What follows belongs to an exercise in optimizing a design on an open flow for small area and a short achievable clock period; a production flow would make more cautious choices. At most, simulation tests tie the RTL to the original design; equivalence was not proved. No activity file was given, so power comes from the tool's default toggle rates.

==> flow/design.v <==
module pulse_seq_multi #(
  parameter int unsigned NumCh     = 4,
  parameter int unsigned CntW      = 24,
  parameter int unsigned ScanSteps = 16
) (
  input  logic                          clk,
  input  logic                          rst,
  input  logic                          trig,
  input  logic                          scan_trig,
  input  logic                          cfg_we,
  input  logic [((NumCh > 1) ? $clog2(NumCh) : 1)-1:0] cfg_ch,
  input  logic [1:0]                    cfg_sel,
  input  logic [CntW-1:0]               cfg_data,
  output logic [NumCh-1:0]              pulse,
  output logic                          busy,
  output logic [$clog2(ScanSteps)-1:0]  scan_idx,
  output logic                          overrun
);
  localparam int unsigned ChW  = (NumCh > 1) ? $clog2(NumCh) : 1;
  localparam int unsigned IdxW = $clog2(ScanSteps);
  localparam logic [IdxW-1:0] LastIdx = IdxW'(ScanSteps - 1);
  logic [2:0]       trig_sync_q, scan_sync_q;
  logic             trig_edge_q, scan_edge_q;
  logic [NumCh-1:0] mask_q, act_q, pulse_q, first_q, act_d;
  logic             busy_q;
  logic [IdxW-1:0]  idx_q;
  logic             overrun_q, any_edge, shot, scan_shot, mask_wr, off_clr;
  logic [CntW-1:0]  wdata;
  function automatic logic [CntW:0] add_c(input logic [CntW-1:0] a, input logic [CntW-1:0] b);
    logic [CntW-1:0] g, p, gn, pn;
    g = a & b;
    p = a ^ b;
    for (int s = 1; s < CntW; s = s * 2) begin
      gn = g;
      pn = p;
      for (int i = 0; i < CntW; i++) begin
        if ((i / s) % 2 == 1) begin
          gn[i] = g[i] | (p[i] & g[(i / s) * s - 1]);
          pn[i] = p[i] & p[(i / s) * s - 1];
        end
      end
      g = gn;
      p = pn;
    end
    add_c = {g[CntW-1], a ^ b ^ {g[CntW-2:0], 1'b0}};
  endfunction
  function automatic logic [CntW-1:0] dec1(input logic [CntW-1:0] a);
    logic [CntW-1:0] o, on;
    o = a;
    for (int s = 1; s < CntW; s = s * 2) begin
      on = o;
      for (int i = 0; i < CntW; i++) begin
        if ((i / s) % 2 == 1) on[i] = o[i] | o[(i / s) * s - 1];
      end
      o = on;
    end
    dec1 = a ^ ~{o[CntW-2:0], 1'b0};
  endfunction
  assign busy      = busy_q;
  assign any_edge  = trig_edge_q | scan_edge_q;
  assign shot      = any_edge & ~busy_q;
  assign scan_shot = shot & scan_edge_q;
  assign mask_wr   = cfg_we & (cfg_sel == 2'd3);
  assign wdata     = cfg_data & {CntW{~rst}};
  assign off_clr   = rst | mask_wr | (scan_shot & (idx_q == LastIdx));
  always_ff @(posedge clk) begin
    if (rst) begin
      trig_sync_q <= '0;
      scan_sync_q <= '0;
      trig_edge_q <= 1'b0;
      scan_edge_q <= 1'b0;
      idx_q       <= '0;
      overrun_q   <= 1'b0;
    end else begin
      trig_sync_q <= {trig_sync_q[1:0], trig};
      scan_sync_q <= {scan_sync_q[1:0], scan_trig};
      trig_edge_q <= trig_sync_q[1] & ~trig_sync_q[2];
      scan_edge_q <= scan_sync_q[1] & ~scan_sync_q[2];
      if (mask_wr)        idx_q <= '0;
      else if (scan_shot) idx_q <= idx_q + IdxW'(1);
      if (any_edge && busy) overrun_q <= 1'b1;
      else if (mask_wr)     overrun_q <= 1'b0;
    end
  end
  always_ff @(posedge clk) begin
    if (rst || mask_wr) mask_q <= wdata[NumCh-1:0];
  end
  for (genvar c = 0; c < NumCh; c++) begin : g_ch
    logic [CntW-1:0] delay_q, width_q, step_q, offset_q, cnt_q, wlat_q, eff_w, wlat_full, m;
    logic [CntW:0]   sum_w, sum_o;
    logic            osat_q, wsat_q, wlnz_q, eff_sat;
    logic            ch_wr, dnz, ewnz, wlnz, last, start;
    assign ch_wr   = cfg_we & (cfg_ch == ChW'(c));
    assign sum_w   = add_c(width_q, offset_q & {CntW{scan_edge_q}});
    assign sum_o   = add_c(offset_q, step_q);
    assign eff_w   = sum_w[CntW-1:0];
    assign eff_sat = sum_w[CntW] | (scan_edge_q & osat_q);
    assign ewnz    = (width_q != '0) | (scan_edge_q & ((offset_q != '0) | osat_q));
    assign dnz     = delay_q != '0;
    assign wlnz    = wlnz_q;
    always_ff @(posedge clk) begin
      if (rst || (ch_wr && cfg_sel == 2'd0)) delay_q <= wdata;
      if (rst || (ch_wr && cfg_sel == 2'd1)) width_q <= wdata;
      if (rst || (ch_wr && cfg_sel == 2'd2)) step_q  <= wdata;
      if (off_clr) begin
        offset_q <= '0;
        osat_q   <= 1'b0;
      end else if (scan_shot) begin
        offset_q <= sum_o[CntW-1:0];
        osat_q   <= osat_q | sum_o[CntW];
      end
    end
    assign wlat_full = wlat_q | {CntW{wsat_q}};
    assign m         = first_q[c] ? wlat_full : cnt_q;
    assign last      = m == CntW'(1);
    assign start     = shot & mask_q[c] & (dnz | ewnz);
    always_ff @(posedge clk) begin
      if (!act_q[c]) begin
        wlat_q <= eff_w;
        wsat_q <= eff_sat;
        wlnz_q <= ewnz;
        cnt_q  <= delay_q;
      end else begin
        cnt_q  <= dec1(m);
      end
    end
    always_comb begin
      if (rst)              act_d[c] = 1'b0;
      else if (!act_q[c])   act_d[c] = start;
      else                  act_d[c] = ~(last & (pulse_q[c] | ~wlnz));
    end
    always_ff @(posedge clk) begin
      act_q[c]   <= act_d[c];
      first_q[c] <= act_q[c] ? (~pulse_q[c] & last & wlnz) : ~dnz;
      if (rst) begin
        pulse_q[c] <= 1'b0;
      end else if (!act_q[c]) begin
        if (start) pulse_q[c] <= ~dnz;
      end else if (last) begin
        pulse_q[c] <= ~pulse_q[c] & wlnz;
      end
    end
  end
  always_ff @(posedge clk) busy_q <= |act_d;
  assign pulse    = pulse_q;
  assign scan_idx = idx_q;
  assign overrun  = overrun_q;
endmodule
clock: 5.5 ns
lec_check: 0
cap_margin: 20
core_margin: 2
core_utilization: 40
setup_slack_margin: 2.5
slew_margin: 20
standard.sh (not shown) runs the stock make flow with config.mk's settings and CLKGATE_MAP_FILE= SYNTH_SCRIPT=/design/flow/synth_recipe.tcl, a recipe that flattens the netlist after the stock synthesis.
==> flow/flow/run.sh <==
#!/bin/bash
# Standard ORFS layout with three changes: port buffers are buf_2 cells instead of the
# default delay cell, repair may resize a cell to any footprint, and CTS adds no dummy loads.
# Synthesis is the standard one, run on its own first.
set -euo pipefail
bash standard.sh synth > synth.log 2>&1
bash standard.sh \
  "MATCH_CELL_FOOTPRINT=0" \
  "BUFFER_PORTS_ARGS=-buffer_cell sky130_fd_sc_hd__buf_2" \
  "CTS_ARGS=-sink_clustering_enable -repair_clock_nets -dont_use_dummy_load -sink_clustering_size 28 -sink_clustering_max_diameter 90" \
  finish > layout.log 2>&1
==> next run, changes <==
--- a/flow/design.v
+++ b/flow/design.v
@@ -91,10 +91,11 @@
     logic            osat_q, wsat_q, wlnz_q, eff_sat;
     logic            ch_wr, dnz, ewnz, wlnz, last, start;
     assign ch_wr   = cfg_we & (cfg_ch == ChW'(c));
-    assign sum_w   = add_c(width_q, offset_q & {CntW{scan_edge_q}});
+    assign sum_w   = add_c(width_q, offset_q);
     assign sum_o   = add_c(offset_q, step_q);
-    assign eff_w   = sum_w[CntW-1:0];
-    assign eff_sat = sum_w[CntW] | (scan_edge_q & osat_q);
+    assign eff_w   = (width_q ^ (offset_q & {CntW{scan_edge_q}})) ^
+                     ((sum_w[CntW-1:0] ^ width_q ^ offset_q) & {CntW{scan_edge_q}});
+    assign eff_sat = scan_edge_q & (sum_w[CntW] | osat_q);
     assign ewnz    = (width_q != '0) | (scan_edge_q & ((offset_q != '0) | osat_q));
     assign dnz     = delay_q != '0;
     assign wlnz    = wlnz_q;
Cell count climbs by 3.3%.
Wire length climbs by 0.96%.
Flip-flop and latch count does not change.
Cell area climbs by 2.4%.
Worst setup slack gains 0.32 ns.
No functional check of the RTL was part of any run of this note.

* * *

Setup of rev 12:
Another version of the RTL of pulse_seq_multi (not shown whole).
For scale: ~2900 cells after synthesis, ~600 flip-flops.
==> module pulse_seq_multi, before the edit <==
module pulse_seq_multi #(
  parameter int unsigned NumCh     = 4,
  parameter int unsigned CntW      = 24,
  parameter int unsigned ScanSteps = 16
) (
  input  logic                          clk,
  input  logic                          rst,
  input  logic                          trig,
  input  logic                          scan_trig,
  input  logic                          cfg_we,
  input  logic [((NumCh > 1) ? $clog2(NumCh) : 1)-1:0] cfg_ch,
  input  logic [1:0]                    cfg_sel,
  input  logic [CntW-1:0]               cfg_data,
  output logic [NumCh-1:0]              pulse,
  output logic                          busy,
  output logic [$clog2(ScanSteps)-1:0]  scan_idx,
  output logic                          overrun
);
  localparam int unsigned ChW  = (NumCh > 1) ? $clog2(NumCh) : 1;
  localparam int unsigned IdxW = $clog2(ScanSteps);
  localparam logic [IdxW-1:0] LastIdx = IdxW'(ScanSteps - 1);
  logic [2:0]       trig_sync_q, scan_sync_q;
  logic             trig_edge_q, scan_edge_q;
  logic [NumCh-1:0] mask_q, act_q, pulse_q;
  logic [IdxW-1:0]  idx_q;
  logic             overrun_q, any_edge, shot, scan_shot, mask_wr, off_clr;
  logic [CntW-1:0]  wdata;
  function automatic logic [CntW-1:0] sat_add(input logic [CntW-1:0] a, input logic [CntW-1:0] b);
    logic [CntW-1:0] g, p, gn, pn;
    g = a & b;
    p = a ^ b;
    for (int s = 1; s < CntW; s = s * 2) begin
      gn = g;
      pn = p;
      for (int i = 0; i < CntW; i++) begin
        if ((i / s) % 2 == 1) begin
          gn[i] = g[i] | (p[i] & g[(i / s) * s - 1]);
          pn[i] = p[i] & p[(i / s) * s - 1];
        end
      end
      g = gn;
      p = pn;
    end
    sat_add = (a ^ b ^ {g[CntW-2:0], 1'b0}) | {CntW{g[CntW-1]}};
  endfunction
  assign busy      = |act_q;
  assign any_edge  = trig_edge_q | scan_edge_q;
  assign shot      = any_edge & ~busy;
  assign scan_shot = shot & scan_edge_q;
  assign mask_wr   = cfg_we & (cfg_sel == 2'd3);
  assign wdata     = cfg_data & {CntW{~rst}};
  assign off_clr   = rst | mask_wr | (scan_shot & (idx_q == LastIdx));
  always_ff @(posedge clk) begin
    if (rst) begin
      trig_sync_q <= '0;
      scan_sync_q <= '0;
      trig_edge_q <= 1'b0;
      scan_edge_q <= 1'b0;
      idx_q       <= '0;
      overrun_q   <= 1'b0;
    end else begin
      trig_sync_q <= {trig_sync_q[1:0], trig};
      scan_sync_q <= {scan_sync_q[1:0], scan_trig};
      trig_edge_q <= trig_sync_q[1] & ~trig_sync_q[2];
      scan_edge_q <= scan_sync_q[1] & ~scan_sync_q[2];
      if (mask_wr)        idx_q <= '0;
      else if (scan_shot) idx_q <= idx_q + IdxW'(1);
      if (any_edge && busy) overrun_q <= 1'b1;
      else if (mask_wr)     overrun_q <= 1'b0;
    end
  end
  always_ff @(posedge clk) begin
    if (rst || mask_wr) mask_q <= wdata[NumCh-1:0];
  end
  for (genvar c = 0; c < NumCh; c++) begin : g_ch
    logic [CntW-1:0] delay_q, width_q, step_q, offset_q, cnt_q, wlat_q, eff_w;
    logic            ch_wr, dnz, ewnz, wlnz, last;
    assign ch_wr = cfg_we & (cfg_ch == ChW'(c));
    assign eff_w = scan_edge_q ? sat_add(width_q, offset_q) : width_q;
    assign ewnz  = (width_q != '0) | (scan_edge_q & (offset_q != '0));
    assign dnz   = delay_q != '0;
    assign wlnz  = wlat_q != '0;
    assign last  = cnt_q == CntW'(1);
    always_ff @(posedge clk) begin
      if (rst || (ch_wr && cfg_sel == 2'd0)) delay_q <= wdata;
      if (rst || (ch_wr && cfg_sel == 2'd1)) width_q <= wdata;
      if (rst || (ch_wr && cfg_sel == 2'd2)) step_q  <= wdata;
      if (off_clr)        offset_q <= '0;
      else if (scan_shot) offset_q <= sat_add(offset_q, step_q);
    end
    always_ff @(posedge clk) begin
      if (!act_q[c]) begin
        wlat_q <= eff_w;
        cnt_q  <= dnz ? delay_q : eff_w;
      end else begin
        cnt_q  <= last ? wlat_q : cnt_q - CntW'(1);
      end
    end
    always_ff @(posedge clk) begin
      if (rst) begin
        act_q[c]   <= 1'b0;
        pulse_q[c] <= 1'b0;
      end else if (!act_q[c]) begin
        if (shot && mask_q[c] && (dnz || ewnz)) begin
          act_q[c]   <= 1'b1;
          pulse_q[c] <= ~dnz;
        end
      end else if (last) begin
        if (pulse_q[c] || !wlnz) act_q[c] <= 1'b0;
        pulse_q[c] <= ~pulse_q[c] & wlnz;
      end
    end
  end
  assign pulse    = pulse_q;
  assign scan_idx = idx_q;
  assign overrun  = overrun_q;
endmodule
clock: 5.5 ns
lec_check: 0
cap_margin: 20
core_margin: 2
core_utilization: 40
slew_margin: 20
run.sh (not shown) runs the stock make flow with config.mk's settings and CLKGATE_MAP_FILE= SYNTH_SCRIPT=/design/flow/synth_recipe.tcl, a recipe that flattens the netlist after the stock synthesis.
Stock flow here: none of the scripts above is used.
Inputs modified between rev 12 and rev 13:
--- a/flow/design.v
+++ b/flow/design.v
@@ -24,26 +24,13 @@
   logic [NumCh-1:0] mask_q, act_q, pulse_q;
   logic [IdxW-1:0]  idx_q;
   logic             overrun_q, any_edge, shot, scan_shot, mask_wr, off_clr;
   logic [CntW-1:0]  wdata;
   function automatic logic [CntW-1:0] sat_add(input logic [CntW-1:0] a, input logic [CntW-1:0] b);
-    logic [CntW-1:0] g, p, gn, pn;
-    g = a & b;
-    p = a ^ b;
-    for (int s = 1; s < CntW; s = s * 2) begin
-      gn = g;
-      pn = p;
-      for (int i = 0; i < CntW; i++) begin
-        if ((i / s) % 2 == 1) begin
-          gn[i] = g[i] | (p[i] & g[(i / s) * s - 1]);
-          pn[i] = p[i] & p[(i / s) * s - 1];
-        end
-      end
-      g = gn;
-      p = pn;
-    end
-    sat_add = (a ^ b ^ {g[CntW-2:0], 1'b0}) | {CntW{g[CntW-1]}};
+    logic [CntW:0] s;
+    s = {1'b0, a} + {1'b0, b};
+    sat_add = s[CntW] ? {CntW{1'b1}} : s[CntW-1:0];
   endfunction
   assign busy      = |act_q;
   assign any_edge  = trig_edge_q | scan_edge_q;
   assign shot      = any_edge & ~busy;
   assign scan_shot = shot & scan_edge_q;
@@ -74,11 +61,11 @@
   end
   for (genvar c = 0; c < NumCh; c++) begin : g_ch
     logic [CntW-1:0] delay_q, width_q, step_q, offset_q, cnt_q, wlat_q, eff_w;
     logic            ch_wr, dnz, ewnz, wlnz, last;
     assign ch_wr = cfg_we & (cfg_ch == ChW'(c));
-    assign eff_w = scan_edge_q ? sat_add(width_q, offset_q) : width_q;
+    assign eff_w = sat_add(width_q, offset_q & {CntW{scan_edge_q}});
     assign ewnz  = (width_q != '0) | (scan_edge_q & (offset_q != '0));
     assign dnz   = delay_q != '0;
     assign wlnz  = wlat_q != '0;
     assign last  = cnt_q == CntW'(1);
     always_ff @(posedge clk) begin
Notes after the runs:
Rev 13: done, clean on timing, DRC and antenna
Looking at total leakage power across both flows, rev 13 is the weaker of the two, with rev 12 ahead.
Area after synthesis of rev 13 exceeds that of rev 12 by a few percent.
On final hold slack, rev 12 loses to rev 13.
Rev 13 reports its topmost layer with routed signal wires as met5 while rev 12 reports met4.
| global-route wire length before repair | lower: rev 12 |
| design area | rev 13 vs rev 12 | worse |

port drivers added, routing unchanged:
No port has a modelled driver above. Below, the same layouts with a new extraction and two added sets of constraints. Step 1: set_driving_cell puts a clkbuf_16 on clk and a buf_2 on each other input, an assumption about the parent block. Step 2, shift: input delay + t, output delay - t, t = (earliest + latest rising clock arrival at the registers) / 2. This alone moves slack from input paths to output paths. Slacks: ideal ports / drivers / drivers and shift; pairs: ideal ports / drivers.
run | shift t [ns] | setup slack, ns | worst hold slack (ns) | worst setup path after step 2 | worst slew at a driven data input, ns
the first run of note 1 | 0.672 | 2.135 / 2.135 / 2.126 | 0.436 / 0.436 / 0.436 | input to register | 0.06
the second run of note 1 | 0.663 | 2.458 / 2.458 / 2.256 | 0.383 / 0.383 / 0.383 | input to register | 0.07
rev 12 | 0.659 | 1.716 / 1.716 / 1.716 | 0.371 / 0.371 / 0.371 | register to register | 0.07
rev 13 | 0.660 | 1.175 / 1.175 / 1.175 | 0.387 / 0.387 / 0.387 | register to register | 0.19
After both steps every run listed still meets setup and hold. For the second run of note 1, which loses most, drivers alone change the setup slack by 0.000 ns; drivers and shift together by -0.202 ns.
